This is an optimization exercise on Yosys and OpenROAD, whose aim is small area, a short achievable clock period and few clock cycles per item, not a production implementation.
At most, simulation tests tie the RTL to the original design; equivalence was not proved.
No functional check of the RTL was part of runs 3 and 4.

**flow/design.v**
```verilog
`timescale 1ns/1ps
`default_nettype none
module sad_disparity_core #(
    parameter int CAMERA_HSIZE   = 100,
    parameter int CAMERA_VSIZE   = 100,
    parameter int PIXEL_WIDTH    = 8,
    parameter int MAX_DISP       = 16,
    parameter int WIN_SIZE       = 5,
    parameter int BUF_ADDR_WIDTH = 32,
    parameter int DISP_WIDTH     = 4,
    localparam int COST_WIDTH    = PIXEL_WIDTH + $clog2(WIN_SIZE) + 1
) (
    input  logic                      clk,
    input  logic                      rst_n,
    input  logic                      frame_start,
    output logic [BUF_ADDR_WIDTH-1:0] buf_raddr,
    output logic                      buf_rready,
    input  logic                      buf_rvalid,
    input  logic [PIXEL_WIDTH-1:0]    buf_rdata_l,
    input  logic [PIXEL_WIDTH-1:0]    buf_rdata_r,
    output logic [DISP_WIDTH-1:0]     disp_out,
    output logic                      disp_valid,
    input  logic                      disp_ready,
    output logic                      sad_done
);
    localparam int PW      = PIXEL_WIDTH;
    localparam int NUM_PIX = CAMERA_HSIZE * CAMERA_VSIZE;
    localparam int AW      = $clog2(NUM_PIX);
    localparam int XW      = $clog2(CAMERA_HSIZE);
    localparam int SW      = $clog2(WIN_SIZE * ((1 << PW) - 1) + 1);   
    localparam int NRH     = MAX_DISP + WIN_SIZE;                       
    localparam int NLH     = WIN_SIZE + 1;                              
    localparam int CAP     = 6;                                         
    localparam int FD      = CAP - 1;                                   
    localparam int FPW     = $clog2(FD);
    localparam int FLN     = NRH + 1;                                   
    localparam int FLW     = $clog2(FLN + 1);
    logic [FLW-1:0]   fl_cnt;
    logic             flush;
    logic             running;
    logic             reading;
    logic             rr;
    logic [AW-1:0]    addr;
    logic [AW-1:0]    addr_inc;
    logic             addr_last;
    logic [2:0]       cnt;
    logic             iv;
    logic             done_q;
    assign flush      = (fl_cnt != FLW'(FLN));
    assign buf_rready = rr;
    assign buf_raddr  = BUF_ADDR_WIDTH'(addr);
    assign addr_last  = (addr == AW'(NUM_PIX - 1));
    assign addr_inc   = addr_last ? '0 : addr + 1'b1;
    assign sad_done   = done_q;
    logic [2:0] cnt_a, cnt_b;
    logic       cred_a, cred_b;      
    logic       rr_nb, rr_b;         
    logic       done_b;
    assign cnt_a  = cnt + iv;
    assign cnt_b  = cnt + iv - disp_valid;
    assign cred_a = (cnt_a <= 3'(CAP - 2));
    assign cred_b = (cnt_b <= 3'(CAP - 2));
    assign done_b = running & ~reading & ~iv & disp_valid & (cnt == 3'd1);
    always_comb begin
        logic cred;
        cred = disp_ready ? cred_b : cred_a;
        if (reading) begin
            rr_nb = cred & ~flush;
            rr_b  = cred & ~flush & ~addr_last;
        end else begin
            rr_nb = cred & ~flush & ~running & frame_start;
            rr_b  = rr_nb;
        end
    end
    always_ff @(posedge clk or negedge rst_n) begin
        if (!rst_n) begin
            fl_cnt  <= '0;
            running <= 1'b0;
            reading <= 1'b0;
            rr      <= 1'b0;
            cnt     <= '0;
            iv      <= 1'b0;
            done_q  <= 1'b0;
        end else begin
            if (flush) fl_cnt <= fl_cnt + 1'b1;
            if (buf_rvalid & rr) begin
                rr      <= rr_b;
                reading <= ~addr_last;
                iv      <= 1'b1;
            end else begin
                rr      <= rr_nb;
                reading <= reading | (~running & frame_start);
                iv      <= 1'b0;
            end
            cnt     <= disp_ready ? cnt_b : cnt_a;
            done_q  <= disp_ready & done_b;
            if (done_q)                        running <= 1'b0;
            else if (~running & frame_start)   running <= 1'b1;
        end
    end
    always_ff @(posedge clk) begin
        if (flush)                addr <= '0;
        else if (buf_rvalid & rr) addr <= addr_inc;
    end
    logic [PW-1:0] iln, ir;
    always_ff @(posedge clk) begin
        iln <= flush ? '1 : ~buf_rdata_l;
        ir  <= flush ? '0 : buf_rdata_r;
    end
    logic [PW-1:0] lhn [NLH];
    logic [PW-1:0] rh  [NRH];
    logic          hist_en;
    assign hist_en = iv | flush;
    always_ff @(posedge clk) begin
        if (hist_en) begin
            lhn[0] <= iln;
            rh[0]  <= ir;
            for (int j = 1; j < NLH; j++) lhn[j] <= lhn[j-1];
            for (int j = 1; j < NRH; j++) rh[j]  <= rh[j-1];
        end
    end
    function automatic logic carry_out(input logic [PW-1:0] x, input logic [PW-1:0] y);
        logic c;
        c = 1'b0;
        for (int i = 0; i < PW; i++) c = (x[i] & y[i]) | (x[i] & c) | (y[i] & c);
        carry_out = c;
    endfunction
    logic [MAX_DISP-1:0] sg1, sg2;
    always_ff @(posedge clk) begin
        for (int d = 0; d < MAX_DISP; d++) begin
            sg1[d] <= ~carry_out((d == 0) ? ir : rh[(d == 0) ? 0 : d - 1], iln);
            sg2[d] <= ~carry_out(rh[d + WIN_SIZE - 1], lhn[WIN_SIZE - 1]);
        end
    end
    logic          pend;              
    logic [SW-1:0] s  [MAX_DISP];
    logic [SW-1:0] s_nxt [MAX_DISP];
    logic          sv;
    logic [XW-1:0] scol;
    always_comb begin
        logic [PW-1:0] b, e, an, cn;
        logic [PW:0]   cy1, cy2;
        logic [PW-1:0] t1, t2, m1, m2;
        logic          s1, s2;
        logic [SW-1:0] y, z, sm, cr, q;
        logic [SW:0]   cf;
        an = lhn[0];
        cn = lhn[WIN_SIZE];
        for (int d = 0; d < MAX_DISP; d++) begin
            b  = rh[d];
            e  = rh[d + WIN_SIZE];
            s1 = sg1[d];
            s2 = sg2[d];
            cy1[0] = 1'b0;
            cy2[0] = 1'b0;
            for (int i = 0; i < PW; i++) begin
                t1[i]    = b[i] ^ an[i] ^ cy1[i];
                cy1[i+1] = (b[i] & an[i]) | (b[i] & cy1[i]) | (an[i] & cy1[i]);
                t2[i]    = e[i] ^ cn[i] ^ cy2[i];
                cy2[i+1] = (e[i] & cn[i]) | (e[i] & cy2[i]) | (cn[i] & cy2[i]);
            end
            m1 = t1 ^ {PW{s1}};
            m2 = t2 ^ {PW{~s2}};
            y  = SW'(m1);
            z  = {{(SW-PW){1'b1}}, m2};
            for (int i = 0; i < SW; i++) begin
                sm[i] = s[d][i] ^ y[i] ^ z[i];
                cr[i] = (s[d][i] & y[i]) | (s[d][i] & z[i]) | (y[i] & z[i]);
            end
            q = {cr[SW-2:0], ~s1};
            cf[0] = s2;
            for (int i = 0; i < SW; i++) begin
                s_nxt[d][i] = sm[i] ^ q[i] ^ cf[i];
                cf[i+1]     = (sm[i] & q[i]) | (sm[i] & cf[i]) | (q[i] & cf[i]);
            end
        end
    end
    always_ff @(posedge clk) begin
        for (int d = 0; d < MAX_DISP; d++) begin
            if (flush)     s[d] <= '0;
            else if (pend) s[d] <= s_nxt[d];
        end
    end
    always_ff @(posedge clk or negedge rst_n) begin
        if (!rst_n) begin
            pend <= 1'b0;
            sv   <= 1'b0;
            scol <= XW'(CAMERA_HSIZE - 1);
        end else begin
            pend <= iv;
            sv   <= pend;
            if (pend) scol <= (scol == XW'(CAMERA_HSIZE - 1)) ? '0 : scol + 1'b1;
        end
    end
    logic [MAX_DISP-1:0] vd;       
    always_comb begin
        for (int d = 0; d < MAX_DISP; d++) vd[d] = (int'(scol) >= d + WIN_SIZE - 1);
    end
    function automatic logic less(input logic [SW-1:0] a, input logic [SW-1:0] b);
        logic c;
        c = 1'b0;
        for (int i = 0; i < SW; i++) c = (~a[i] & b[i]) | (~a[i] & c) | (b[i] & c);
        less = c;
    endfunction
    logic [SW-1:0] w1v [8];
    logic          w1i [8];
    logic [SW-1:0] w2v [4];
    logic [1:0]    w2i [4];
    always_comb begin
        logic sel;
        for (int k = 0; k < 8; k++) begin
            sel    = vd[2*k+1] & less(s[2*k+1], s[2*k]);
            w1v[k] = sel ? s[2*k+1] : s[2*k];
            w1i[k] = sel;
        end
        for (int j = 0; j < 4; j++) begin
            sel    = vd[4*j+2] & less(w1v[2*j+1], w1v[2*j]);
            w2v[j] = sel ? w1v[2*j+1] : w1v[2*j];
            w2i[j] = sel ? {1'b1, w1i[2*j+1]} : {1'b0, w1i[2*j]};
        end
    end
    logic [SW-1:0] av [4];
    logic [1:0]    ai [4];
    logic          a_v4, a_v8, a_v12;
    logic          a_vld;
    always_ff @(posedge clk) begin
        for (int j = 0; j < 4; j++) begin
            av[j] <= w2v[j];
            ai[j] <= w2i[j];
        end
        a_v4  <= vd[4];
        a_v8  <= vd[8];
        a_v12 <= vd[12];
    end
    always_ff @(posedge clk or negedge rst_n) begin
        if (!rst_n) a_vld <= 1'b0;
        else        a_vld <= sv;
    end
    logic [DISP_WIDTH-1:0] pd;
    logic [SW-1:0]         pc;
    always_comb begin
        logic          s3a, s3b, s4;
        logic [SW-1:0] v3a, v3b;
        logic [2:0]    i3a, i3b;
        s3a = a_v4  & less(av[1], av[0]);
        s3b = a_v12 & less(av[3], av[2]);
        v3a = s3a ? av[1] : av[0];
        v3b = s3b ? av[3] : av[2];
        i3a = s3a ? {1'b1, ai[1]} : {1'b0, ai[0]};
        i3b = s3b ? {1'b1, ai[3]} : {1'b0, ai[2]};
        s4  = a_v8 & less(v3b, v3a);
        pd  = DISP_WIDTH'(s4 ? {1'b1, i3b} : {1'b0, i3a});
        pc  = s4 ? v3b : v3a;
    end
    localparam int OW = DISP_WIDTH;
    logic [OW-1:0] pword;
    assign pword = pd;
    logic [OW-1:0]  fifo [FD];
    logic [FPW-1:0] wp, rp;
    logic [FPW:0]   fcnt;
    logic           f_empty;
    logic [OW-1:0]  oword;
    assign f_empty = (fcnt == '0);
    always_ff @(posedge clk) begin
        if (a_vld) fifo[wp] <= pword;
    end
    function automatic logic [FPW-1:0] ptr_inc(input logic [FPW-1:0] p, input logic en);
        if (!en)                      ptr_inc = p;
        else if (p == FPW'(FD - 1))   ptr_inc = '0;
        else                          ptr_inc = p + 1'b1;
    endfunction
    logic [FPW-1:0] rp_0, rp_1, wp_0, wp_1;
    logic [FPW:0]   fcnt_0, fcnt_1;
    logic           dv_0, dv_1;
    logic [OW-1:0]  ow_0, ow_1;
    always_comb begin
        logic load0, take0, push0, take1, push1;
        logic [OW-1:0] head;
        head  = f_empty ? pword : fifo[rp];
        take1 = ~f_empty;
        push1 = a_vld & ~f_empty;
        load0 = ~disp_valid;
        take0 = load0 & ~f_empty;
        push0 = a_vld & ~(load0 & f_empty);
        rp_1   = ptr_inc(rp, take1);
        rp_0   = ptr_inc(rp, take0);
        wp_1   = ptr_inc(wp, push1);
        wp_0   = ptr_inc(wp, push0);
        fcnt_1 = fcnt + (FPW+1)'(push1) - (FPW+1)'(take1);
        fcnt_0 = fcnt + (FPW+1)'(push0) - (FPW+1)'(take0);
        dv_1   = ~f_empty | a_vld;
        dv_0   = disp_valid | ~f_empty | a_vld;
        ow_1   = head;
        ow_0   = disp_valid ? oword : head;
    end
    always_ff @(posedge clk or negedge rst_n) begin
        if (!rst_n) begin
            wp         <= '0;
            rp         <= '0;
            fcnt       <= '0;
            disp_valid <= 1'b0;
        end else begin
            wp         <= disp_ready ? wp_1   : wp_0;
            rp         <= disp_ready ? rp_1   : rp_0;
            fcnt       <= disp_ready ? fcnt_1 : fcnt_0;
            disp_valid <= disp_ready ? dv_1   : dv_0;
        end
    end
    always_ff @(posedge clk) begin
        oword <= disp_ready ? ow_1 : ow_0;
    end
    assign disp_out  = oword;
endmodule
`default_nettype wire
```
**flow/flow/run.sh**
```bash
#!/bin/bash
# The standard layout (standard.sh, all ORFS steps unchanged) with one difference:
# the buffers that global placement puts on every input and output port are
# sky130_fd_sc_hd__buf_2 instead of the delay cell buffer_ports picks by default.
# make's full output goes to standard.log; each ORFS step keeps its own log under orfs/logs.
set -euo pipefail
export BUFFER_PORTS_ARGS="-buffer_cell sky130_fd_sc_hd__buf_2"
bash standard.sh > standard.log 2>&1
```
**flow/standard.sh**
```bash
#!/bin/bash
# synth_recipe.tcl (not shown) runs the flow's synth.tcl, then flattens the netlist and writes it again
# the make line also repeats each setting of config.mk as NAME=value (left out here)
make -C /OpenROAD-flow-scripts/flow DESIGN_CONFIG=/design/flow/config.mk WORK_HOME=/design/flow/orfs CLKGATE_MAP_FILE= SYNTH_SCRIPT=/design/flow/synth_recipe.tcl "${@:-finish}"
```
**flow/config.mk**
```make
export PLATFORM = sky130hd
export DESIGN_NAME = sad_disparity_core
export DESIGN_NICKNAME = sad_disparity_core
export VERILOG_FILES = /design/flow/design.v
export SDC_FILE = /design/flow/constraint.sdc
export NUM_CORES = 4
export LEC_CHECK = 0
export CAP_MARGIN = 20
export CORE_MARGIN = 2
export CORE_UTILIZATION = 60
export CTS_CLUSTER_DIAMETER = 70
export CTS_CLUSTER_SIZE = 24
export SLEW_MARGIN = 20
```
**flow/constraint.sdc**
```tcl
create_clock -name core_clock -period 30.0 [get_ports {clk}]
set_input_delay 6.0000 -clock core_clock [delete_from_list [all_inputs] [get_ports {clk}]]
set_output_delay 6.0000 -clock core_clock [all_outputs]
set_load 0.01 [all_outputs]
```
==> run summary, run 1 <==
* Gate Count Post-Synth at 3506
* Die area at 68700 sq um
* # fillers at 5211
* Final Skew at 0.0542 ns
* Setup crit start kind: flip-flop
* Post-synth EDFFs at 240
* Pin count of the biggest net entering global routing at 94
* PortBufs at 41
* Routed wire length at 106000 um
* Register Area at 13900 sq um
* Tmin final at 7.25 ns
* Reg2Reg Depth at 18
* FF+latch count, synth at 567
* Dpl hpwl at 82500 um
* Critical path class: flip-flop to output port
* Syn Std Cell Area at 40000 sq um
* Final Hold Viols at 0
* Layout area overhead at 6.09%
* Min-delay worst type: flip-flop to flip-flop
* Worst Hold Path EP: a_vld
* Setup Viol. Count Final at 0
* First-pass GRT wire length at 161000 um
* Top-area cell type share of the netlist area at 24.1%
* Maximum clock frequency at 0.138 GHz
* DR iter-0 viols at 2443
* Synth async-reset ratio at 6.00%
* Fin. max-slew vios at 0
* Max FO, Critical Path at 7
* Number of diodes at 0
* Count leader, synth: fa_1
* Vias in the first global route at 25821
* Hold_buf cts at 0
* Worst Setup End Kind: output port
* Seq/Total Area, Yosys at 34.8%
* CORE AREA at 65900 sq um
* Final design area excluding fillers at 42400 sq um
* Hold wc startpoint: sv
* Placed Instances at 4283
* Placed instance area at 40800 sq um
* CTS tree: built
* Drt drc at 0
* Clock latency (worst-skew pair) at 0.63 ns
* Avg Cell Area, Syn at 11.4 sq um
* Crit path largest cell delay at 0.46 ns
* Reg2Reg Setup Slack at 22.90 ns
* Synth cell count leaders: 482 x fa_1, 342 x inv_1, 293 x dfxtp_1
* Max_cap viols at 0
* Max_slew headroom at 27.9%
* Cell Chain, Critical Path: buf_2
* Hold Slack at 0.354 ns
* Chip width at 262 um
* Least-Margin Pin Slew at 1.08 ns
* Reg2reg end: s[10][10]
* Crit path buf inv count at 1
* Final TNS setup at 0 ns
* RSZ-0062 raised after global routing: no
* Routed wire per std cell at 24.2 um
* Final ANT Viol Nets at 0
* Global Route Usage Sum at 31.5%
* Crit-path leading delay family: flip-flops
* Place WS at 22.66 ns
* CP arrival at 1.25 ns
* Worst r2r src: lhn[5][0]
* Via-to-Cell Ratio at 5.91
* Multi-input gate area at 24100 sq um
* First drt pass iteration count at 5
* H-tree level count at 2
* Final setup margin at 22.75 ns
* Setup bufs post-CTS at 0
* Period utilization at 24.2%
* CTS Buf Count at 42
* Core Rows at 94
* Critical Path RT at 24.00 ns
* Io pins at 60
* Clock slew at reported path FFs at 0.09 ns
* Sink Count at 567
* Post-route insts no fill at 4363
* Residual overflow from global routing at 0
* Hold depth at 0
* Clock root cell: clkbuf_16
* Layout cells sized above 1 at 6.66%
* Initial Util at 60.7%
* CTS max path bufs at 3
* Post-CTS sizing at 0
* Placer Congestion at 0.936
* Crit-path slowest cell: dfxtp_1
* Chip height at 262 um
* Outcome: finished clean
* Primary FF master, synth: dfxtp_1
* Nets at 4021
* Ys Warns at 11
* Post-synthesis cell type count at 99
* Largest cells by area after synthesis: fa_1 24%, edfxtp_1 18%, dfxtp_1 15%
* Largest area contributor in the netlist: fa_1
* Initial antenna violation count at 0
* Routed via count at 25804
[state kept, by name, summed over array words and instances, names as in the netlist, 14 cells and up]
| signal | count |
|---|---|
| s | 176 |
| fifo | 20 |
| lhn | 48 |
| sg2 | 16 |
| rh | 168 |
| addr | 14 |
| sg1 | 16 |
| av | 44 |
[placed cells by master, fill, tap and decap left out, drive strengths merged, types with 118 or more instances in the layout]
master / n
fa: 482
a21oi: 140
xnor2: 210
inv: 359
dfxtp: 293
edfxtp: 240
nor2: 277
maj3: 148
xor2: 166
nand2: 118
mux2i: 223
[worst max path at each step]
stage	start	end	slack, ns	cells past startpoint
detailed placement	disp_ready	wp[1]	22.66	5
CTS	addr[5]	buf_raddr[5]	22.73	1
floorplan	buf_rvalid	addr[0]	23.02	6
global route	lhn[5][0]	s[10][10]	22.67	18
global placement	disp_ready	wp[1]	22.70	5
finish	addr[9]	buf_raddr[9]	22.75	1
[metal layers]
metal / global-route usage, % / part of all wire [%] / wire length (um) / vias up
met5: 0 / 0 / 0 / -
met4: 7.39 / 2.2 / 2310 / 0
met3: 7.20 / 8.4 / 8940 / 127
met2: 46.0 / 43 / 45800 / 879
met1: 48.0 / 46 / 48800 / 13117
li1: - / - / - / 11681
[per-stage QoR]
| step | utilization [%] |
|---|---|
| after floorplan | - |
| after global placement | 61.9 |
| after detailed placement | 61.9 |
| after CTS | 64.3 |
| after global routing | 64.4 |
| final | 64.4 |
[kinds of logic after synthesis]
logic type	Yosys count	share of synthesized area, %
buf+inv	519	5.17
compound gates	498	8.39
other cells	1	0.00938
mux	268	6.98
xor+xnor	376	8.24
fa+ha+maj	683	29.5
simple gates	594	6.84
flops	567	34.8
[layout make-up]
cell class | instances | share of cell area [%]
Inverter | 345 | 3.05
Tap cell | 864 | 2.55
Timing Repair Buffer | 72 | 1.11
Clock buffer | 49 | 2.64
Multi-Input combinational cell | 2437 | 56.7
Clock inverter | 29 | 1.08
Sequential cell | 567 | 32.9
Testbench counts, summed over its fixed seeds: cycles 120,164, pixels 120,000.
==> inputs of run 2 (changes only) <==
--- a/flow/config.mk
+++ b/flow/config.mk
@@ -8,6 +8,5 @@
 export CAP_MARGIN = 20
 export CORE_MARGIN = 2
 export CORE_UTILIZATION = 60
-export CTS_CLUSTER_DIAMETER = 70
-export CTS_CLUSTER_SIZE = 24
+export CTS_BUF_LIST = sky130_fd_sc_hd__clkbuf_8
 export SLEW_MARGIN = 20
==> run 2 against run 1 <==
  * Synthesized area unchanged
  * Cell count increased by 2.4%
  * Fmax decreased by 1.4%
  * Still clean
==> run summary, run 2 <==
* Crit path buf inv count at 1 (unchanged)
* Layout cells sized above 1 at 8.72% (+2.1 points)
* # fillers at 5218 (+0.13%)
* First-pass GRT wire length at 163000 um (+1.3%)
* Setup crit start kind: flip-flop
* Vias in the first global route at 26505 (+2.6%)
* Primary FF master, synth: dfxtp_1
* Adder-Cell Fraction of Synth Area at 29.5% (unchanged)
* Largest Register: s
* Ys Warns at 11 (unchanged)
* H-tree level count at 3 (+1)
* Largest regs: s: 176 flops, rh: 168 flops, lhn: 48 flops
* Final Core Density at 65.3% (+0.86 points)
* DR iter-0 viols at 2425 (-0.74%)
* CTS Buf Count at 98 (+130%)
* Core Rows at 94 (unchanged)
* Drt drc at 0 (unchanged)
* Final Hold Viols at 0 (unchanged)
* Sink Count at 567 (unchanged)
* Io pins at 60 (unchanged)
* Final TNS setup at 0 ns (unchanged)
* Max reg flops at 176 (unchanged)
* PortBufs at 41 (unchanged)
* Final design area excluding fillers at 43000 sq um (+1.3%)
* Chip height at 262 um (unchanged)
* First drt pass iteration count at 6 (+1)
* CTS tree: built
* Post-CTS sizing at 0 (unchanged)
* Leading cell type in the layout, fill and taps excluded: fa_1
* Setup bufs post-CTS at 0 (unchanged)
* Final Skew at 0.0486 ns (-0.00558 ns)
* Placed instance area at 40800 sq um (unchanged)
* Final ANT Viol Nets at 0 (unchanged)
* Synth Area in Compound Gates at 8.39% (unchanged)
* Simple-gate share of the synthesized area at 6.84% (unchanged)
* Clock slew at reported path FFs at 0.06 ns (-0.03 ns)
* Period utilization at 24.5% (+0.35 points)
* Pin count of the biggest net entering global routing at 94 (unchanged)
* Nets at 4077 (+1.4%)
* Crit-path slowest cell: dfrtp_1
* Outcome: finished clean
* CP arrival at 1.36 ns (+0.11 ns)
* Chip width at 262 um (unchanged)
* Seq/Total Area, Yosys at 34.8% (unchanged)
* CTS max path bufs at 3 (unchanged)
* Least-Margin Pin Slew at 1.08 ns (-0.00210 ns)
* Placed Instances at 4283 (unchanged)
* Placer Congestion at 0.936 (unchanged)
* Synth cell count leaders: 482 x fa_1, 342 x inv_1, 293 x dfxtp_1
* Post-synthesis cell type count at 99 (unchanged)
* Max_cap viols at 0 (unchanged)
* Crit path largest cell delay at 0.45 ns (about the same)
* Top-area cell type share of the netlist area at 24.1% (unchanged)
* Largest family of logic cells by synthesized area: adder cells
* Synth async-reset ratio at 6.00% (unchanged)
* Hold_buf cts at 0 (unchanged)
* Count leader, synth: fa_1
* Gate Count Post-Synth at 3506 (unchanged)
* Initial Util at 60.7% (unchanged)
* Min-delay worst type: flip-flop to flip-flop
* Routed via count at 26174 (+1.4%)
* Maximum clock frequency at 0.136 GHz (-1.4%)
* Crit-path leading delay family: flip-flops
* Die area at 68700 sq um (unchanged)
* Critical Path RT at 24.00 ns (about the same)
* FF+latch count, synth at 567 (unchanged)
* Residual overflow from global routing at 0 (unchanged)
* Critical path class: flip-flop to output port
* Syn Std Cell Area at 40000 sq um (unchanged)
* Largest cells by area after synthesis: fa_1 24%, edfxtp_1 18%, dfxtp_1 15%
* Max FO, Critical Path at 6 (-1)
* Clock latency (worst-skew pair) at 0.74 ns (+0.11 ns)
* Post-route insts no fill at 4467 (+2.4%)
* Commonest non-fill, non-tap cells in the layout: 482 x fa_1, 360 x inv_1, 293 x dfxtp_1, 276 x nor2_1, 240 x edfxtp_1
* Synth Area in XOR/XNOR at 8.24% (unchanged)
* Routed wire per std cell at 24.0 um (-1.1%)
* Post-synth EDFFs at 240 (unchanged)
* Fin. max-slew vios at 0 (unchanged)
* Dpl hpwl at 82500 um (unchanged)
* CORE AREA at 65900 sq um (unchanged)
* Via-to-Cell Ratio at 5.86 (-0.93%)
* Worst Setup End Kind: output port
* Avg Cell Area, Syn at 11.4 sq um (unchanged)
* Max_slew headroom at 28.0% (+0.14 points)
* RSZ-0062 raised after global routing: no
* Routed wire length at 107000 um (+1.2%)
* Initial antenna violation count at 1 (+1)
* Tmin final at 7.36 ns (+0.105 ns)
* Mux cell area share after synthesis at 6.98% (unchanged)
* Clock root cell: clkbuf_8
* Global Route Usage Sum at 32.0% (+0.46 points)
* Layout area overhead at 7.50%
* Largest area contributor in the netlist: fa_1
* Cell Chain, Critical Path: buf_2
* Setup Viol. Count Final at 0 (unchanged)
[run 2: cell counts after synthesis]
No cell type changed its count.
[run 2: kinds of logic (layout without fill, tap and decap cells)]
group,count (synthesis),after routing
fa+ha+maj,683,683
simple gates,594,594
flops,567,567
buf+inv,519,598
compound gates,498,498
xor+xnor,376,376
mux,268,268
other cells,1,19
[run 2: final cells by class]
type                       instances  area, sq um  share of cell area [%]
clock buffer                     120         1650                    3.84
tap                              864         1080                    2.52
sequential                       567        13900                    32.4
antenna                            1         2.50                 0.00582
clock inverter                    61          488                    1.14
multi-input combinational       2437        24100                    56.0
inverter                         345         1290                    3.01
timing repair buffer              72          469                    1.09
[run 2: stage by stage]
| step | setup slack (ns) | hold slack (ns) |
|---|---|---|
| 2_1_floorplan | 23.02 | 0.331 |
| 3_3_place_gp | 22.70 | 0.334 |
| 3_5_place_dp | 22.66 | 0.335 |
| 4_1_cts | 22.59 | 0.355 |
| 5_1_grt | 22.56 | 0.358 |
| 6_report | 22.65 | 0.353 |
[run 2: layer usage]
layer  track usage (%)  routed length (um)  up-vias  share of wire (%)
li1                  -                   -    11800                  -
met1              47.8               49000    13256                 46
met2              45.7               45500      943                 43
met3              8.34                9390      175                8.8
met4              9.98                3090        0                2.9
met5                 0                   0        -                  0
[run 2: worst paths after layout]
check,cells past startpoint,slack (ns),endpoint,start
max,1,22.65,disp_valid,disp_valid
max reg2reg,18,22.92,s[10][10],lhn[5][0]
min,0,0.35,a_vld,sv
min reg2reg,0,0.35,a_vld,sv
max in group asynchronous,1,24.06,pend,rst_n
min in group asynchronous,1,5.36,fcnt[3],rst_n
==> inputs of run 3 (changes only) <==
--- a/flow/design.v
+++ b/flow/design.v
@@ -206,6 +206,8 @@
     logic          w1i [8];
     logic [SW-1:0] w2v [4];
     logic [1:0]    w2i [4];
+    logic [SW-1:0] w3v [2];
+    logic [2:0]    w3i [2];
     always_comb begin
         logic sel;
         for (int k = 0; k < 8; k++) begin
@@ -218,19 +220,22 @@
             w2v[j] = sel ? w1v[2*j+1] : w1v[2*j];
             w2i[j] = sel ? {1'b1, w1i[2*j+1]} : {1'b0, w1i[2*j]};
         end
+        for (int i = 0; i < 2; i++) begin
+            sel    = vd[8*i+4] & less(w2v[2*i+1], w2v[2*i]);
+            w3v[i] = sel ? w2v[2*i+1] : w2v[2*i];
+            w3i[i] = sel ? {1'b1, w2i[2*i+1]} : {1'b0, w2i[2*i]};
+        end
     end
-    logic [SW-1:0] av [4];
-    logic [1:0]    ai [4];
-    logic          a_v4, a_v8, a_v12;
+    logic [SW-1:0] av [2];
+    logic [2:0]    ai [2];
+    logic          a_v8;
     logic          a_vld;
     always_ff @(posedge clk) begin
-        for (int j = 0; j < 4; j++) begin
-            av[j] <= w2v[j];
-            ai[j] <= w2i[j];
+        for (int i = 0; i < 2; i++) begin
+            av[i] <= w3v[i];
+            ai[i] <= w3i[i];
         end
-        a_v4  <= vd[4];
-        a_v8  <= vd[8];
-        a_v12 <= vd[12];
+        a_v8 <= vd[8];
     end
     always_ff @(posedge clk or negedge rst_n) begin
         if (!rst_n) a_vld <= 1'b0;
@@ -239,18 +244,10 @@
     logic [DISP_WIDTH-1:0] pd;
     logic [SW-1:0]         pc;
     always_comb begin
-        logic          s3a, s3b, s4;
-        logic [SW-1:0] v3a, v3b;
-        logic [2:0]    i3a, i3b;
-        s3a = a_v4  & less(av[1], av[0]);
-        s3b = a_v12 & less(av[3], av[2]);
-        v3a = s3a ? av[1] : av[0];
-        v3b = s3b ? av[3] : av[2];
-        i3a = s3a ? {1'b1, ai[1]} : {1'b0, ai[0]};
-        i3b = s3b ? {1'b1, ai[3]} : {1'b0, ai[2]};
-        s4  = a_v8 & less(v3b, v3a);
-        pd  = DISP_WIDTH'(s4 ? {1'b1, i3b} : {1'b0, i3a});
-        pc  = s4 ? v3b : v3a;
+        logic s4;
+        s4 = a_v8 & less(av[1], av[0]);
+        pd = DISP_WIDTH'(s4 ? {1'b1, ai[1]} : {1'b0, ai[0]});
+        pc = s4 ? av[1] : av[0];
     end
     localparam int OW = DISP_WIDTH;
     logic [OW-1:0] pword;
==> flow/flow/run.sh (replaced) <==
#!/bin/bash
# The standard layout (standard.sh, all ORFS steps unchanged) with one difference:
# the buffers that global placement puts on every input and output port are
# sky130_fd_sc_hd__buf_4 instead of the delay cell buffer_ports picks by default.
# make's full output goes to standard.log; each ORFS step keeps its own log under orfs/logs.
set -euo pipefail
export BUFFER_PORTS_ARGS="-buffer_cell sky130_fd_sc_hd__buf_4"
bash standard.sh > standard.log 2>&1
--- a/flow/config.mk
+++ b/flow/config.mk
@@ -8,5 +8,6 @@
 export CAP_MARGIN = 20
 export CORE_MARGIN = 2
 export CORE_UTILIZATION = 60
-export CTS_BUF_LIST = sky130_fd_sc_hd__clkbuf_8
+export CTS_CLUSTER_DIAMETER = 70
+export CTS_CLUSTER_SIZE = 24
 export SLEW_MARGIN = 20
==> run 3 against run 2 <==
  * Design area down 2.0%
  * Die area down 0.93%
  * Cell count down 1.8%
  * Clock-buffer cell count down 71
  * Wire length down 2.8%
  * Setup slack worse by 0.0043 ns
  * Synthesized area down 0.95%
  * Non-clock buffer count down 1
  * Register-to-register slack worse by 0.28 ns
  * Sequential cell count down 26
  * Clock skew about the same
  * Fmax about the same
  * Critical path type is now flip-flop to flip-flop
  * Largest cell class unchanged
==> run summary, run 3 <==
* Outcome: finished clean
* Largest Register: s
* Tmin final at 7.36 ns (+0.00430 ns)
* Critical path class: flip-flop to flip-flop
* Setup bufs post-CTS at 0 (unchanged)
* Largest cells by area after synthesis: fa_1 24%, edfxtp_1 18%, dfxtp_1 13%
* Max reg flops at 176 (unchanged)
* Nets at 4044 (-0.81%)
* Residual overflow from global routing at 0 (unchanged)
* Routed wire per std cell at 23.7 um (-1.1%)
* Crit-path slowest cell: edfxtp_1
* Synth cell count leaders: 482 x fa_1, 346 x inv_1, 310 x nor2_1
* DR iter-0 viols at 2401 (-0.99%)
* Post-synthesis cell type count at 92 (-7.1%)
* Maximum clock frequency at 0.136 GHz (about the same)
* Leading cell type in the layout, fill and taps excluded: fa_1
* Chip width at 261 um (-0.47%)
* Period utilization at 24.5% (about the same)
* Reg2reg end: s[13][10]
* Dpl hpwl at 80900 um (-1.9%)
* Placer Congestion at 0.964 (+3.0%)
* Max_slew headroom at 19.1% (-8.9 points)
* Final TNS setup at 0 ns (unchanged)
* Reg2Reg Setup Slack at 22.64 ns (-0.28 ns)
* Clock slew at reported path FFs at 0.09 ns (+0.03 ns)
* Sink Count at 541 (-4.6%)
* Gate Count Post-Synth at 3526 (+0.57%)
* Final setup margin at 22.64 ns (-0.00430 ns)
* First drt pass iteration count at 5 (-1)
* CP arrival at 7.81 ns (+6.45 ns)
* Max_cap viols at 0 (unchanged)
* Ys Warns at 13 (+2)
* Most used cell, CP: fa_1
* Min-delay worst type: flip-flop to flip-flop
* Crit-path leading delay family: adder cells
* Critical Path RT at 30.45 ns (+6.45 ns)
* Top-area cell type share of the netlist area at 24.4% (+0.23 points)
* PortBufs at 41 (unchanged)
* Core Rows at 94 (unchanged)
* Initial antenna violation count at 0 (-1)
* FF+latch count, synth at 541 (-4.6%)
* Largest area contributor in the netlist: fa_1
* Crit path buf inv count at 1 (unchanged)
* Clock latency (worst-skew pair) at 0.64 ns (-0.10 ns)
* Drt drc at 0 (unchanged)
* CTS tree: built
* Count leader, synth: fa_1
* Post-synth EDFFs at 240 (unchanged)
* Least-Margin Pin Slew at 1.21 ns (+0.134 ns)
* Vias in the first global route at 25714 (-3.0%)
* Hold_buf cts at 0 (unchanged)
* Fin. max-slew vios at 0 (unchanged)
* Largest regs: s: 176 flops, rh: 168 flops, lhn: 48 flops
* Place WS at 22.63 ns (-0.0276 ns)
* Commonest non-fill, non-tap cells in the layout: 482 x fa_1, 340 x inv_1, 310 x nor2_1, 266 x dfxtp_1, 240 x edfxtp_1
* Setup crit start kind: flip-flop
* Final Hold Viols at 0 (unchanged)
* Hold Slack at 0.355 ns (+0.00265 ns)
* Cell Chain, Critical Path: ha_1 > fa_1 > xnor2_1 > fa_1 > fa_1 > fa_1 > fa_1 > fa_1 > fa_1 > fa_1 > fa_1 > fa_1 > inv_1 > fa_1 > xor2_1 > nand2_1 > xor2_1 > nor2_1
* Setup Viol. Count Final at 0 (unchanged)
* Final ANT Viol Nets at 0 (unchanged)
* Via-to-Cell Ratio at 5.86 (about the same)
* Layout cells sized above 1 at 6.78% (-1.9 points)
* Syn Std Cell Area at 39600 sq um (-0.95%)
* CORE AREA at 65500 sq um (-0.54%)
* Worst Setup End Kind: flip-flop
* Crit path largest cell delay at 1.16 ns (+0.71 ns)
* Seq/Total Area, Yosys at 33.9% (-0.98 points)
* Number of diodes at 0 (-1)
* Routed wire length at 104000 um (-2.8%)
* CP Launch Point: lhn[5][0]
* Routed via count at 25708 (-1.8%)
* Initial Util at 60.4% (-0.25 points)
* H-tree level count at 2 (-1)
* Global Route Usage Sum at 31.3% (-0.67 points)
* Reg2Reg Depth at 18 (unchanged)
* CTS max path bufs at 3 (unchanged)
* Final Skew at 0.0486 ns (-0.0000548 ns)
* Clock root cell: clkbuf_16
* Levels on crit path at 18 (+17)
* Io pins at 60 (unchanged)
* Post-CTS sizing at 0 (unchanged)
* Avg Cell Area, Syn at 11.2 sq um (-1.5%)
* Layout area overhead at 6.40%
* RSZ-0062 raised after global routing: no
* Die area at 68100 sq um (-0.93%)
* Crit path capture: s[13][10]
* First-pass GRT wire length at 159000 um (-2.5%)
* Pin count of the biggest net entering global routing at 180 (+91%)
* Max FO, Critical Path at 16 (+10)
* Worst r2r src: lhn[5][0]
* Synth async-reset ratio at 6.28% (+0.29 points)
* CTS Buf Count at 45 (-54%)
* Chip height at 261 um (-0.47%)
* Primary FF master, synth: dfxtp_1
==> run 3: cell types whose count changed in the layout (fill, tap and decap cells not counted), moves of 27 or more <==
cell	before	now
buf_2	41	0
dfxtp_1	293	266
clkbuf_8	120	1
nor2_1	276	310
clkbuf_16	0	46
nand2_1	118	152
buf_4	28	68
==> run 3: cell families (layout without fill, tap and decap cells) <==
family,Yosys count,in the layout,synth area share [%]
flops,541,541,33.9
mux,260,260,6.87
buf+inv,520,501,5.25
simple gates,663,663,7.53
xor+xnor,376,376,8.32
compound gates,470,470,8.05
other cells,1,18,0.00947
fa+ha+maj,695,695,30.1
==> run 3: final cells by class <==
class | instances | area [sq um]
Sequential cell | 541 | 13400
Inverter | 347 | 1300
Clock buffer | 49 | 1170
Tap cell | 864 | 1080
Timing Repair Buffer | 71 | 566
Multi-Input combinational cell | 2482 | 24200
Clock inverter | 34 | 418
Fill cell | 5173 | 23400
==> run 3: metrics by stage <==
stage                     utilization (%)  instance area [sq um]  std cells
after floorplan                         -                  39700       3543
after global placement               61.9                  40500       4304
after detailed placement             61.9                  40500       4304
after CTS                            64.3                  42100       4387
after global routing                 64.3                  42100       4388
final                                64.3                  42100       4388
==> run 3: per-layer routing <==
layer | global-route usage, % | vias up | wire length, um
met4 | 6.95 | 0 | 2190
met1 | 48.2 | 13030 | 48500
li1 | - | 11702 | -
met2 | 46.1 | 845 | 45400
met5 | 0 | - | 0
met3 | 6.05 | 131 | 7990
==> run 3: how the worst min path moves through the flow <==
stage | startpoint | to | slack [ns] | cells past startpoint
after floorplan | sv | a_vld | 0.33 | 0
after global placement | sv | a_vld | 0.33 | 0
after detailed placement | sv | a_vld | 0.35 | 0
after CTS | sv | a_vld | 0.37 | 0
after global routing | sv | a_vld | 0.38 | 0
final | sv | a_vld | 0.36 | 0
==> run 3: worst reg2reg max path: cells and delay by family (launching register included) <==
| kind | cells | cell delay, ns |
|---|---|---|
| xor gates and xnor gates | 3 | 0.57 |
| adders and majority gates | 12 | 5.22 |
| DFF | 1 | 1.16 |
| buffers and inverters | 1 | 0.08 |
| and+or+nand+nor | 2 | 0.15 |
==> inputs of run 4 (changes only) <==
--- a/flow/design.v
+++ b/flow/design.v
@@ -111,6 +111,13 @@
     logic [PW-1:0] rh  [NRH];
     logic          hist_en;
     assign hist_en = iv | flush;
+    logic [PW-1:0] lt0, lt5;
+    always_ff @(posedge clk) begin
+        if (hist_en) begin
+            lt0 <= ~iln;
+            lt5 <= ~lhn[WIN_SIZE-1];
+        end
+    end
     always_ff @(posedge clk) begin
         if (hist_en) begin
             lhn[0] <= iln;
@@ -144,9 +151,9 @@
         logic          s1, s2;
         logic [SW-1:0] y, z, sm, cr, q;
         logic [SW:0]   cf;
-        an = lhn[0];
-        cn = lhn[WIN_SIZE];
         for (int d = 0; d < MAX_DISP; d++) begin
+            an = (d < MAX_DISP / 2) ? lhn[0]        : ~lt0;
+            cn = (d < MAX_DISP / 2) ? lhn[WIN_SIZE] : ~lt5;
             b  = rh[d];
             e  = rh[d + WIN_SIZE];
             s1 = sg1[d];
==> flow/flow/run.sh (replaced) <==
#!/bin/bash
# The standard layout (standard.sh, all ORFS steps unchanged) with one difference:
# the buffers that global placement puts on every input and output port are
# sky130_fd_sc_hd__buf_2 instead of the delay cell buffer_ports picks by default.
# make's full output goes to standard.log; each ORFS step keeps its own log under orfs/logs.
set -euo pipefail
export BUFFER_PORTS_ARGS="-buffer_cell sky130_fd_sc_hd__buf_2"
bash standard.sh > standard.log 2>&1
==> run 4 against run 3 <==
  * Still clean
  * Fmax increased by 1.9%
  * Non-clock buffer count shrank 12
  * Critical path type is now flip-flop to output port
==> run summary, run 4 <==
* Outcome: finished clean
* Hold Slack at 0.357 ns (+0.00133 ns)
* Fin. max-slew vios at 0 (unchanged)
* Layout cells sized above 1 at 5.68% (-1.1 points)
* Nets at 4165 (+3.0%)
* Worst r2r src: lt5[0]
* Largest regs: s: 176 flops, rh: 168 flops, lhn: 48 flops
* Max FO, Critical Path at 6 (-10)
* Register Area at 13900 sq um (+3.6%)
* Min-delay worst type: flip-flop to flip-flop
* Max_cap viols at 0 (unchanged)
* Layout area overhead at 5.52%
* First-pass GRT wire length at 170000 um (+7.1%)
* Final Skew at 0.0471 ns (-0.00142 ns)
* Final ANT Viol Nets at 0 (unchanged)
* Post-synthesis cell type count at 97 (+5.4%)
* Setup crit start kind: flip-flop
* RSZ-0062 raised after global routing: no
* CTS max path bufs at 3 (unchanged)
* PortBufs at 41 (unchanged)
* Drt drc at 0 (unchanged)
* Global Route Usage Sum at 32.5% (+1.2 points)
* # fillers at 5311 (+2.7%)
* Post-CTS sizing at 0 (unchanged)
* Sink Count at 557 (+3.0%)
* Clock slew at reported path FFs at 0.09 ns (about the same)
* Primary FF master, synth: dfxtp_1
* Final TNS setup at 0 ns (unchanged)
* Routed wire length at 111000 um (+7.1%)
* Dpl hpwl at 86300 um (+6.7%)
* CORE AREA at 66900 sq um (+2.2%)
* DR iter-0 viols at 2721 (+13%)
* Synth cell count leaders: 482 x fa_1, 352 x inv_1, 271 x nor2_1
* Crit-path leading delay family: flip-flops
* Chip height at 264 um (+1.1%)
* Hold wc startpoint: sv
* Final Hold Viols at 0 (unchanged)
* Largest Register: s
* Least-Margin Pin Slew at 1.19 ns (-0.0244 ns)
* Maximum clock frequency at 0.138 GHz (+1.9%)
* Clock root cell: clkbuf_16
* Reg2reg end: s[12][10]
* Pin count of the biggest net entering global routing at 184 (+2.2%)
* Post-synth EDFFs at 256 (+6.7%)
* Setup bufs post-CTS at 0 (unchanged)
* Critical path class: flip-flop to output port
* Routed wire per std cell at 24.7 um (+4.1%)
* Core Rows at 95 (+1.1%)
* Crit path buf inv count at 1 (unchanged)
* Leading cell type in the layout, fill and taps excluded: fa_1
* Tmin final at 7.22 ns (-0.135 ns)
* Gate Count Post-Synth at 3678 (+4.3%)
* Top-area cell type share of the netlist area at 23.8% (-0.53 points)
* Period utilization at 24.1% (-0.45 points)
* Worst Setup End Kind: output port
* WL met2 at 47500 um (+4.6%)
* Seq/Total Area, Yosys at 34.3% (+0.46 points)
* Chip width at 264 um (+1.1%)
* H-tree level count at 2 (unchanged)
* Initial antenna violation count at 2 (+2)
* FF+latch count, synth at 557 (+3.0%)
* Met1 WL at 50200 um (+3.5%)
* CP arrival at 1.22 ns (-6.59 ns)
* Residual overflow from global routing at 0 (unchanged)
* Crit path largest cell delay at 0.46 ns (-0.70 ns)
* Largest area contributor in the netlist: fa_1
* Crit-path slowest cell: dfrtp_1
* Placer Congestion at 0.960 (-0.44%)
* Reg2Reg Depth at 20 (+2)
* Largest cells by area after synthesis: fa_1 24%, edfxtp_1 19%, dfxtp_1 13%
* Hold_buf cts at 0 (unchanged)
* Highest metal used: met5
* Length of routed met3 wiring at 11200 um (+40%)
* Syn Std Cell Area at 40500 sq um (+2.2%)
* Via-to-Cell Ratio at 6.08 (+3.8%)
* Count leader, synth: fa_1
* Clock latency (worst-skew pair) at 0.63 ns (about the same)
* CTS tree: built
* Reg2Reg Setup Slack at 23.06 ns (+0.42 ns)
* Multi-input gate area at 24500 sq um (+1.4%)
* Vias in the first global route at 27272 (+6.1%)
* Hold depth at 0 (unchanged)
* Critical Path RT at 24.00 ns (-6.45 ns)
* Die area at 69500 sq um (+2.2%)
* Setup Viol. Count Final at 0 (unchanged)
* Number of diodes at 0 (unchanged)
* First drt pass iteration count at 6 (+1)
* Initial Util at 60.5% (about the same)
* Io pins at 60 (unchanged)
* Avg Cell Area, Syn at 11.0 sq um (-2.0%)
* Worst Hold Path EP: a_vld
* Cell Chain, Critical Path: buf_2
* Ys Warns at 13 (unchanged)
* Synth async-reset ratio at 6.10% (-0.18 points)
* Max_slew headroom at 20.7% (+1.6 points)
* Commonest non-fill, non-tap cells in the layout: 482 x fa_1, 352 x inv_1, 271 x nor2_1, 267 x dfxtp_1, 256 x edfxtp_1
* Routed via count at 27470 (+6.9%)
* Max reg flops at 176 (unchanged)
* CTS Buf Count at 41 (-8.9%)
## run 4: changes by cell type in the layout (fill, tap and decap cells not counted), moves of 39 or more
cell / delta
o21ai_0: +43
buf_2: +41
a21oi_1: +78
maj3_1: -47
buf_4: -54
nor2_1: -39
## run 4: cell type report
type,instances,area share [%]
clock buffer,49,2.60
clock inverter,27,0.850
inverter,354,3.11
multi-input combinational,2596,57.4
sequential,557,32.5
tap,873,2.56
timing repair buffer,59,0.932
## run 4: worst max-delay path by stage
stage	startpoint	end	slack, ns	cells after the start
after global routing	disp_valid	disp_valid	22.67	1
final	disp_valid	disp_valid	22.78	1
after CTS	disp_valid	disp_valid	22.72	1
after floorplan	buf_rvalid	addr[5]	23.06	6
after detailed placement	buf_rvalid	addr[12]	22.60	8
after global placement	buf_rvalid	addr[13]	22.64	6
## run 4: metal layers
metal	track usage, %	vias to the layer above
met3	8.17	144
met4	7.78	2
li1	-	12307
met5	0	-
met2	46.5	1175
met1	49.7	13842
## run 4: logic make-up after synthesis
family,after synthesis,share of synthesized area [%]
AOI/OAI and AO/OA,635,10.2
xor gates and xnor gates,373,8.07
adders and majority gates,643,28.2
buffers and inverters,542,5.35
DFF,557,34.3
muxes,234,6.04
other,1,0.00927
and+or+nand+nor,693,7.88
## run 4: through the flow
stage / instance area (sq um) / utilization (%) / worst slack, ns / instances
after floorplan: 40500 / - / 23.06 / 3695
after global placement: 41200 / 61.5 / 22.64 / 4438
after detailed placement: 41200 / 61.6 / 22.60 / 4438
after CTS: 42700 / 63.8 / 22.72 / 4514
after global routing: 42700 / 63.8 / 22.67 / 4515
final: 42700 / 63.8 / 22.78 / 4515
==> inputs of run 5 (changes only) <==
--- a/flow/design.v
+++ b/flow/design.v
@@ -45,6 +45,7 @@
     logic             addr_last;
     logic [2:0]       cnt;
     logic             iv;
+    logic             dv;            
     logic             done_q;
     assign flush      = (fl_cnt != FLW'(FLN));
     assign buf_rready = rr;
@@ -57,10 +58,10 @@
     logic       rr_nb, rr_b;         
     logic       done_b;
     assign cnt_a  = cnt + iv;
-    assign cnt_b  = cnt + iv - disp_valid;
+    assign cnt_b  = cnt + iv - dv;
     assign cred_a = (cnt_a <= 3'(CAP - 2));
     assign cred_b = (cnt_b <= 3'(CAP - 2));
-    assign done_b = running & ~reading & ~iv & disp_valid & (cnt == 3'd1);
+    assign done_b = running & ~reading & ~iv & dv & (cnt == 3'd1);
     always_comb begin
         logic cred;
         cred = disp_ready ? cred_b : cred_a;
@@ -264,6 +265,8 @@
     logic [FPW:0]   fcnt;
     logic           f_empty;
     logic [OW-1:0]  oword;
+    logic           dvn;             
+    assign dv      = ~dvn;
     assign f_empty = (fcnt == '0);
     always_ff @(posedge clk) begin
         if (a_vld) fifo[wp] <= pword;
@@ -283,7 +286,7 @@
         head  = f_empty ? pword : fifo[rp];
         take1 = ~f_empty;
         push1 = a_vld & ~f_empty;
-        load0 = ~disp_valid;
+        load0 = ~dv;
         take0 = load0 & ~f_empty;
         push0 = a_vld & ~(load0 & f_empty);
         rp_1   = ptr_inc(rp, take1);
@@ -293,9 +296,9 @@
         fcnt_1 = fcnt + (FPW+1)'(push1) - (FPW+1)'(take1);
         fcnt_0 = fcnt + (FPW+1)'(push0) - (FPW+1)'(take0);
         dv_1   = ~f_empty | a_vld;
-        dv_0   = disp_valid | ~f_empty | a_vld;
+        dv_0   = dv | ~f_empty | a_vld;
         ow_1   = head;
-        ow_0   = disp_valid ? oword : head;
+        ow_0   = dv ? oword : head;
     end
     always_ff @(posedge clk or negedge rst_n) begin
         if (!rst_n) begin
@@ -303,11 +306,13 @@
             rp         <= '0;
             fcnt       <= '0;
             disp_valid <= 1'b0;
+            dvn        <= 1'b1;
         end else begin
             wp         <= disp_ready ? wp_1   : wp_0;
             rp         <= disp_ready ? rp_1   : rp_0;
             fcnt       <= disp_ready ? fcnt_1 : fcnt_0;
             disp_valid <= disp_ready ? dv_1   : dv_0;
+            dvn        <= disp_ready ? ~dv_1  : ~dv_0;
         end
     end
     always_ff @(posedge clk) begin
==> run 5 against run 4 <==
  * Still clean
  * Sequential share of layout area rose by 0.46 points
  * Register-to-register slack barely moved
  * Core utilization rose by 0.14 points
  * Synthesized area fell by 0.94%
  * Largest cell class unchanged
==> run summary, run 5 <==
* Routed wire length at 108000 um (-3.4%)
* Max_slew headroom at 23.7% (+3.0 points)
* Max reg flops at 176 (unchanged)
* Period utilization at 24.1% (about the same)
* Final TNS setup at 0 ns (unchanged)
* Outcome: finished clean
* Sink Count at 558 (+0.18%)
* Setup Viol. Count Final at 0 (unchanged)
* Crit path largest cell delay at 0.46 ns (about the same)
* First drt pass iteration count at 6 (unchanged)
* Final Skew at 0.0273 ns (-0.0198 ns)
* Chip width at 262 um (-0.46%)
* Dpl hpwl at 83700 um (-3.0%)
* Commonest non-fill, non-tap cells in the layout: 482 x fa_1, 358 x inv_1, 271 x nor2_1, 266 x dfxtp_1, 256 x edfxtp_1
* CTS Buf Count at 41 (unchanged)
* Core Rows at 94 (-1.1%)
* Leading cell type in the layout, fill and taps excluded: fa_1
* Critical Path RT at 24.00 ns (about the same)
* Routed wire per std cell at 24.4 um (-1.2%)
* Chip height at 262 um (-0.46%)
* Largest Register: s
* FF+latch count, synth at 558 (+0.18%)
* Clock root cell: clkbuf_16
* Crit path buf inv count at 1 (unchanged)
* Max FO, Critical Path at 7 (+1)
* Io pins at 60 (unchanged)
* Final ANT Viol Nets at 0 (unchanged)
* Ys Warns at 13 (unchanged)
* Post-synth EDFFs at 256 (unchanged)
* Post-CTS sizing at 0 (unchanged)
* Final Core Density at 64.0% (+0.14 points)
* Routed via count at 26697 (-2.8%)
* Clock slew at reported path FFs at 0.09 ns (about the same)
* Final Hold Viols at 0 (unchanged)
* Post-route insts no fill at 4414 (-2.2%)
* Largest cells by area after synthesis: fa_1 24%, edfxtp_1 19%, dfxtp_1 13%
* Via-to-Cell Ratio at 6.05 (-0.59%)
* H-tree level count at 2 (unchanged)
* First-pass GRT wire length at 164000 um (-3.6%)
* Avg Cell Area, Syn at 11.2 sq um (+1.8%)
* Post-synthesis cell type count at 95 (-2.1%)
* Largest area contributor in the netlist: fa_1
* Placer Congestion at 0.980 (+2.1%)
* Nets at 4077 (-2.1%)
* Clock latency (worst-skew pair) at 0.60 ns (-0.03 ns)
* Min-delay worst type: flip-flop to flip-flop
* Hold_buf cts at 0 (unchanged)
* Largest regs: s: 176 flops, rh: 168 flops, lhn: 48 flops
* Placed Instances at 4342 (-2.2%)
* Vias in the first global route at 26262 (-3.7%)
* DR iter-0 viols at 2758 (+1.4%)
* Syn Std Cell Area at 40100 sq um (-0.94%)
* Least-Margin Pin Slew at 1.14 ns (-0.0448 ns)
* Number of diodes at 0 (unchanged)
* Pin count of the biggest net entering global routing at 174 (-5.4%)
* Cell Chain, Critical Path: buf_2
* Critical path class: flip-flop to output port
* CTS max path bufs at 3 (unchanged)
* Crit-path leading delay family: flip-flops
* Global Route Usage Sum at 31.5% (-0.99 points)
* Count leader, synth: fa_1
* Layout area overhead at 5.26%
* Top-area cell type share of the netlist area at 24.1% (+0.23 points)
* Layout cells sized above 1 at 5.92% (+0.23 points)
* Gate Count Post-Synth at 3579 (-2.7%)
* Residual overflow from global routing at 0 (unchanged)
* Drt drc at 0 (unchanged)
* CTS tree: built
* Crit-path slowest cell: dfxtp_1
* Synth async-reset ratio at 6.27% (+0.17 points)
* Initial Util at 60.8% (+0.28 points)
* Primary FF master, synth: dfxtp_1
* Die area at 68900 sq um (-0.93%)
* PortBufs at 41 (unchanged)
* Maximum clock frequency at 0.138 GHz (about the same)
* Setup bufs post-CTS at 0 (unchanged)
* Synth cell count leaders: 482 x fa_1, 358 x inv_1, 271 x nor2_1
* CORE AREA at 66000 sq um (-1.4%)
* Max_cap viols at 0 (unchanged)
* Initial antenna violation count at 0 (-2)
* Fin. max-slew vios at 0 (unchanged)
* Seq/Total Area, Yosys at 34.7% (+0.39 points)
* Worst Setup End Kind: output port
* Setup crit start kind: flip-flop
* CP arrival at 1.23 ns (about the same)
* Tmin final at 7.23 ns (+0.00540 ns)
* RSZ-0062 raised after global routing: no
==> run 5: final cells by class <==
cell class	count	area, sq um
Clock inverter	25	293
Sequential cell	558	13900
Tap cell	864	1080
Clock buffer	47	1090
Inverter	360	1350
Fill cell	5199	23800
Timing Repair Buffer	58	345
Multi-Input combinational cell	2502	24100
==> run 5: routing by layer <==
| layer | wire [um] | up-vias | track usage [%] |
|---|---|---|---|
| li1 | - | 11886 | - |
| met1 | 49300 | 13629 | 48.7 |
| met2 | 45900 | 1062 | 45.3 |
| met3 | 10600 | 120 | 7.63 |
| met4 | 1860 | 0 | 6.04 |
| met5 | 0 | - | 0 |
==> run 5: final timing paths <==
check | start | to | slack [ns] | cells past startpoint
max | addr[5] | buf_raddr[5] | 22.77 | 1
min | sv | a_vld | 0.35 | 0
max reg2reg | lt5[0] | s[13][10] | 23.07 | 20
min reg2reg | sv | a_vld | 0.35 | 0
max in group asynchronous | rst_n | pend | 23.93 | 1
min in group asynchronous | rst_n | done_q | 5.49 | 1
==> run 5: cell families (layout without fill, tap and decap cells) <==
logic type	count (synthesis)	after routing	share of synthesized area (%)
other	1	18	0.00935
AND/OR/NAND/NOR	660	660	7.62
adder cells (fa/ha/maj)	649	649	28.6
XOR/XNOR	375	375	8.19
buffers and inverters	536	490	5.36
flip-flops	558	558	34.7
multiplexers	255	255	6.63
AO/OA/AOI/OAI	545	545	8.89
==> run 5: stage by stage <==
step	setup slack [ns]	hold WS (ns)	area, sq um
after floorplan	23.12	0.331	40200
after global placement	22.70	0.333	40800
after detailed placement	22.65	0.335	40800
after CTS	22.73	0.354	42200
after global routing	22.72	0.381	42200
final	22.77	0.353	42200
==> run 5: worst reg2reg max path, stage by stage, from the launching register on <==
cell	delay, ns
edfxtp_1	0.37
inv_1	0.37
ha_1	0.23
inv_1	0.05
fa_1	0.49
xor2_1	0.20
fa_1	0.47
fa_1	0.41
fa_1	0.53
fa_1	0.49
fa_1	0.47
fa_1	0.47
fa_1	0.47
fa_1	0.56
fa_1	0.45
inv_1	0.09
fa_1	0.19
xor2_1	0.17
nand2_1	0.09
xor2_1	0.18
nor2_1	0.05
Testbench counts of run 5, summed over its fixed seeds: cycles 120,164, pixels 120,000.
==> inputs of run 6 (changes only) <==
==> flow/flow/run.sh (replaced) <==
#!/bin/bash
# The standard layout (standard.sh, all ORFS steps unchanged) with two differences:
#  - the buffers that global placement puts on every input and output port are
#    sky130_fd_sc_hd__buf_2 instead of the delay cell buffer_ports picks by default;
#  - clock tree synthesis uses sky130_fd_sc_hd__clkbuf_8, sink clusters of at most 16
#    flip-flops within 60 um, and no dummy loads.
# make's full output goes to standard.log; each ORFS step keeps its own log under orfs/logs.
set -euo pipefail
export BUFFER_PORTS_ARGS="-buffer_cell sky130_fd_sc_hd__buf_2"
export CTS_ARGS="-sink_clustering_enable -repair_clock_nets -sink_clustering_size 16 -sink_clustering_max_diameter 60 -buf_list sky130_fd_sc_hd__clkbuf_8 -dont_use_dummy_load"
bash standard.sh > standard.log 2>&1
==> run 6 against run 5 <==
  * Still clean on timing, DRC and antenna
  * Sequential share of layout area increased by 0.52 points
  * Synthesized area unchanged
  * Critical path depth is the same
  * Die area unchanged
  * Register-to-register slack worse by 0.05 ns
  * Clock-buffer cell count up 6
  * Via count fell by 0.60%
  * Clock skew rose by 0.045 ns
==> run summary, run 6 <==
* Outcome: finished clean
* First-pass GRT wire length at 164000 um (about the same)
* Clock root cell: clkbuf_8
* Initial Util at 60.8% (unchanged)
* Largest area contributor in the netlist: fa_1
* CP arrival at 1.31 ns (+0.08 ns)
* Crit-path leading delay family: flip-flops
* Setup crit start kind: flip-flop
* Max_slew headroom at 23.7% (-0.035 points)
* Maximum clock frequency at 0.137 GHz (-1.1%)
* Clock latency (worst-skew pair) at 0.71 ns (+0.11 ns)
* Final Hold Viols at 0 (unchanged)
* Placer Congestion at 0.980 (unchanged)
* Leading cell type in the layout, fill and taps excluded: fa_1
* Largest cells by area after synthesis: fa_1 24%, edfxtp_1 19%, dfxtp_1 13%
* Primary FF master, synth: dfxtp_1
* Final Skew at 0.0724 ns (+0.0451 ns)
* # fillers at 5271 (+1.4%)
* Routed via count at 26538 (-0.60%)
* CP Launch Point: addr[6]
* Max FO, Critical Path at 7 (unchanged)
* Crit path buf inv count at 1 (unchanged)
* Cell Chain, Critical Path: buf_2
* Count leader, synth: fa_1
* Global Route Usage Sum at 31.5% (about the same)
* Crit-path slowest cell: dfxtp_1
* CTS tree: built
* Via-to-Cell Ratio at 6.04 (-0.19%)
* Max_cap viols at 0 (unchanged)
* Hold depth at 0 (unchanged)
* Largest regs: s: 176 flops, rh: 168 flops, lhn: 48 flops
* Die area at 68900 sq um (unchanged)
* First drt pass iteration count at 7 (+1)
* Layout cells sized above 1 at 5.52% (-0.39 points)
* Synth cell count leaders: 482 x fa_1, 358 x inv_1, 271 x nor2_1
* Io pins at 60 (unchanged)
* Sink Count at 558 (unchanged)
* Post-CTS sizing at 0 (unchanged)
* Max reg flops at 176 (unchanged)
* FF+latch count, synth at 558 (unchanged)
* CTS Buf Count at 53 (+29%)
* Post-synth EDFFs at 256 (unchanged)
* Critical Path RT at 24.00 ns (about the same)
* Chip height at 262 um (unchanged)
* H-tree level count at 2 (unchanged)
* Gate Count Post-Synth at 3579 (unchanged)
* Crit path capture: buf_raddr[6]
* Least-Margin Pin Slew at 1.14 ns (+0.000525 ns)
* Residual overflow from global routing at 0 (unchanged)
* Reg2Reg Depth at 20 (unchanged)
* Register Area at 13900 sq um (unchanged)
* Fin. max-slew vios at 0 (unchanged)
* Multi-input gate area at 24100 sq um (unchanged)
* Routed wire per std cell at 24.4 um (+0.25%)
* RSZ-0062 raised after global routing: no
* CORE AREA at 66000 sq um (unchanged)
* CTS max path bufs at 3 (unchanged)
* PortBufs at 41 (unchanged)
* Post-synthesis cell type count at 95 (unchanged)
* Clock slew at reported path FFs at 0.08 ns (about the same)
* Chip width at 262 um (unchanged)
* Synth async-reset ratio at 6.27% (unchanged)
* Syn Std Cell Area at 40100 sq um (unchanged)
* Vias in the first global route at 26265 (+0.011%)
* Routed wire length at 107000 um (-0.16%)
* Final ANT Viol Nets at 0 (unchanged)
* DR iter-0 viols at 2845 (+3.2%)
* Dpl hpwl at 83700 um (unchanged)
* Worst Setup End Kind: output port
* Final TNS setup at 0 ns (unchanged)
* Levels on crit path at 1 (unchanged)
* Min-delay worst type: flip-flop to flip-flop
* Tmin final at 7.31 ns (+0.0827 ns)
* Seq/Total Area, Yosys at 34.7% (unchanged)
* Hold_buf cts at 0 (unchanged)
* Avg Cell Area, Syn at 11.2 sq um (unchanged)
* Period utilization at 24.4% (+0.28 points)
* Initial antenna violation count at 1 (+1)
* Crit path largest cell delay at 0.46 ns (about the same)
* Pin count of the biggest net entering global routing at 174 (unchanged)
* Critical path class: flip-flop to output port
* Core Rows at 94 (unchanged)
* Reg2reg end: s[13][10]
* Commonest non-fill, non-tap cells in the layout: 482 x fa_1, 358 x inv_1, 271 x nor2_1, 266 x dfxtp_1, 256 x edfxtp_1
* Layout area overhead at 3.64%
* Largest Register: s
* Setup bufs post-CTS at 0 (unchanged)
* Ys Warns at 13 (unchanged)
* Top-area cell type share of the netlist area at 24.1% (unchanged)
* Reg2Reg Setup Slack at 23.02 ns (-0.05 ns)
* Worst r2r src: lt5[0]
* Drt drc at 0 (unchanged)
* Setup Viol. Count Final at 0 (unchanged)
* Nets at 4089 (+0.29%)
## run 6: cell counts after synthesis
No cell type changed its count.
## run 6: worst min-delay path by stage
stage / start / endpoint / slack [ns]
final: sv / a_vld / 0.35
after detailed placement: sv / a_vld / 0.33
after floorplan: sv / a_vld / 0.33
after CTS: sv / a_vld / 0.35
after global routing: sv / a_vld / 0.38
after global placement: sv / a_vld / 0.33
## run 6: worst register-to-register path, cell delays in order (launching register included)
cell      delay [ns]
edfxtp_1        0.37
inv_1           0.37
ha_1            0.23
inv_1           0.05
fa_1            0.49
xor2_1          0.21
fa_1            0.47
fa_1            0.41
fa_1            0.53
fa_1            0.49
fa_1            0.47
fa_1            0.47
fa_1            0.47
fa_1            0.56
fa_1            0.45
inv_1           0.09
fa_1            0.21
xor2_1          0.18
nand2_1         0.09
xor2_1          0.18
nor2_1          0.05
## run 6: cell type report
class	instances	area share (%)
sequential	558	33.5
antenna	1	0.00602
multi-input combinational	2502	58.0
timing repair buffer	58	0.831
clock buffer	53	1.76
tap	864	2.60
inverter	360	3.25
## run 6: metal layers
metal / track usage (%) / vias up / part of all wire (%)
met3: 7.96 / 127 / 10
li1: - / 11872 / -
met4: 5.86 / 0 / 1.7
met5: 0 / - / 0
met1: 48.6 / 13520 / 46
met2: 45.2 / 1019 / 42
## run 6: through the flow
step | utilization [%] | setup slack, ns | hold slack, ns | instances | cell area [sq um]
after floorplan | - | 23.12 | 0.331 | 3596 | 40200
after global placement | 61.8 | 22.70 | 0.333 | 4342 | 40800
after detailed placement | 61.8 | 22.65 | 0.335 | 4342 | 40800
after CTS | 63.0 | 22.64 | 0.354 | 4395 | 41500
after global routing | 63.0 | 22.62 | 0.381 | 4396 | 41500
final | 63.0 | 22.69 | 0.354 | 4396 | 41500
## run 6: cell families (layout without fill, tap and decap cells)
family / after synthesis / after routing / synth area share, %
AND/OR/NAND/NOR: 660 / 660 / 7.62
adder cells (fa/ha/maj): 649 / 649 / 28.6
flip-flops: 558 / 558 / 34.7
AO/OA/AOI/OAI: 545 / 545 / 8.89
buffers and inverters: 536 / 471 / 5.36
XOR/XNOR: 375 / 375 / 8.19
multiplexers: 255 / 255 / 6.63
other: 1 / 19 / 0.00935

[static timing again, ports no longer ideal]
How much do the figures lean on ideal ports? The routed layouts below were timed once more, with nothing changed but the port constraints.
Step 1 sets driving cells, clkbuf_16 on the clock port and buf_2 on the other inputs (assumed; they add their load-dependent delay and slew).
Step 2, shift: input delay + t, output delay - t, t = (earliest + latest rising clock arrival at the registers) / 2. This alone moves slack from input paths to output paths.
Three values: no drivers, after step 1, after step 2; two values: the first two.
run	t (ns)	setup WS [ns]	hold WS [ns]	worst data-port slew with drivers (ns)	cell pins on the clock port's net
run 1	0.670	22.750 / 22.682 / 22.665	0.354 / 0.354 / 0.354	0.03	1
run 2	0.768	22.645 / 22.588 / 22.651	0.353 / 0.353 / 0.353	0.03	1
run 3	0.688	22.641 / 22.641 / 22.611	0.355 / 0.355 / 0.355	0.05	1
run 4	0.669	22.776 / 22.708 / 22.576	0.357 / 0.357 / 0.357	0.03	1
run 5	0.654	22.771 / 22.704 / 22.634	0.353 / 0.353 / 0.353	0.04	1
run 6	0.742	22.688 / 22.622 / 22.627	0.354 / 0.354 / 0.354	0.03	1
After both steps every run listed still meets setup and hold. For run 4, which loses most, drivers alone change the setup slack by -0.068 ns; drivers and shift together by -0.200 ns.
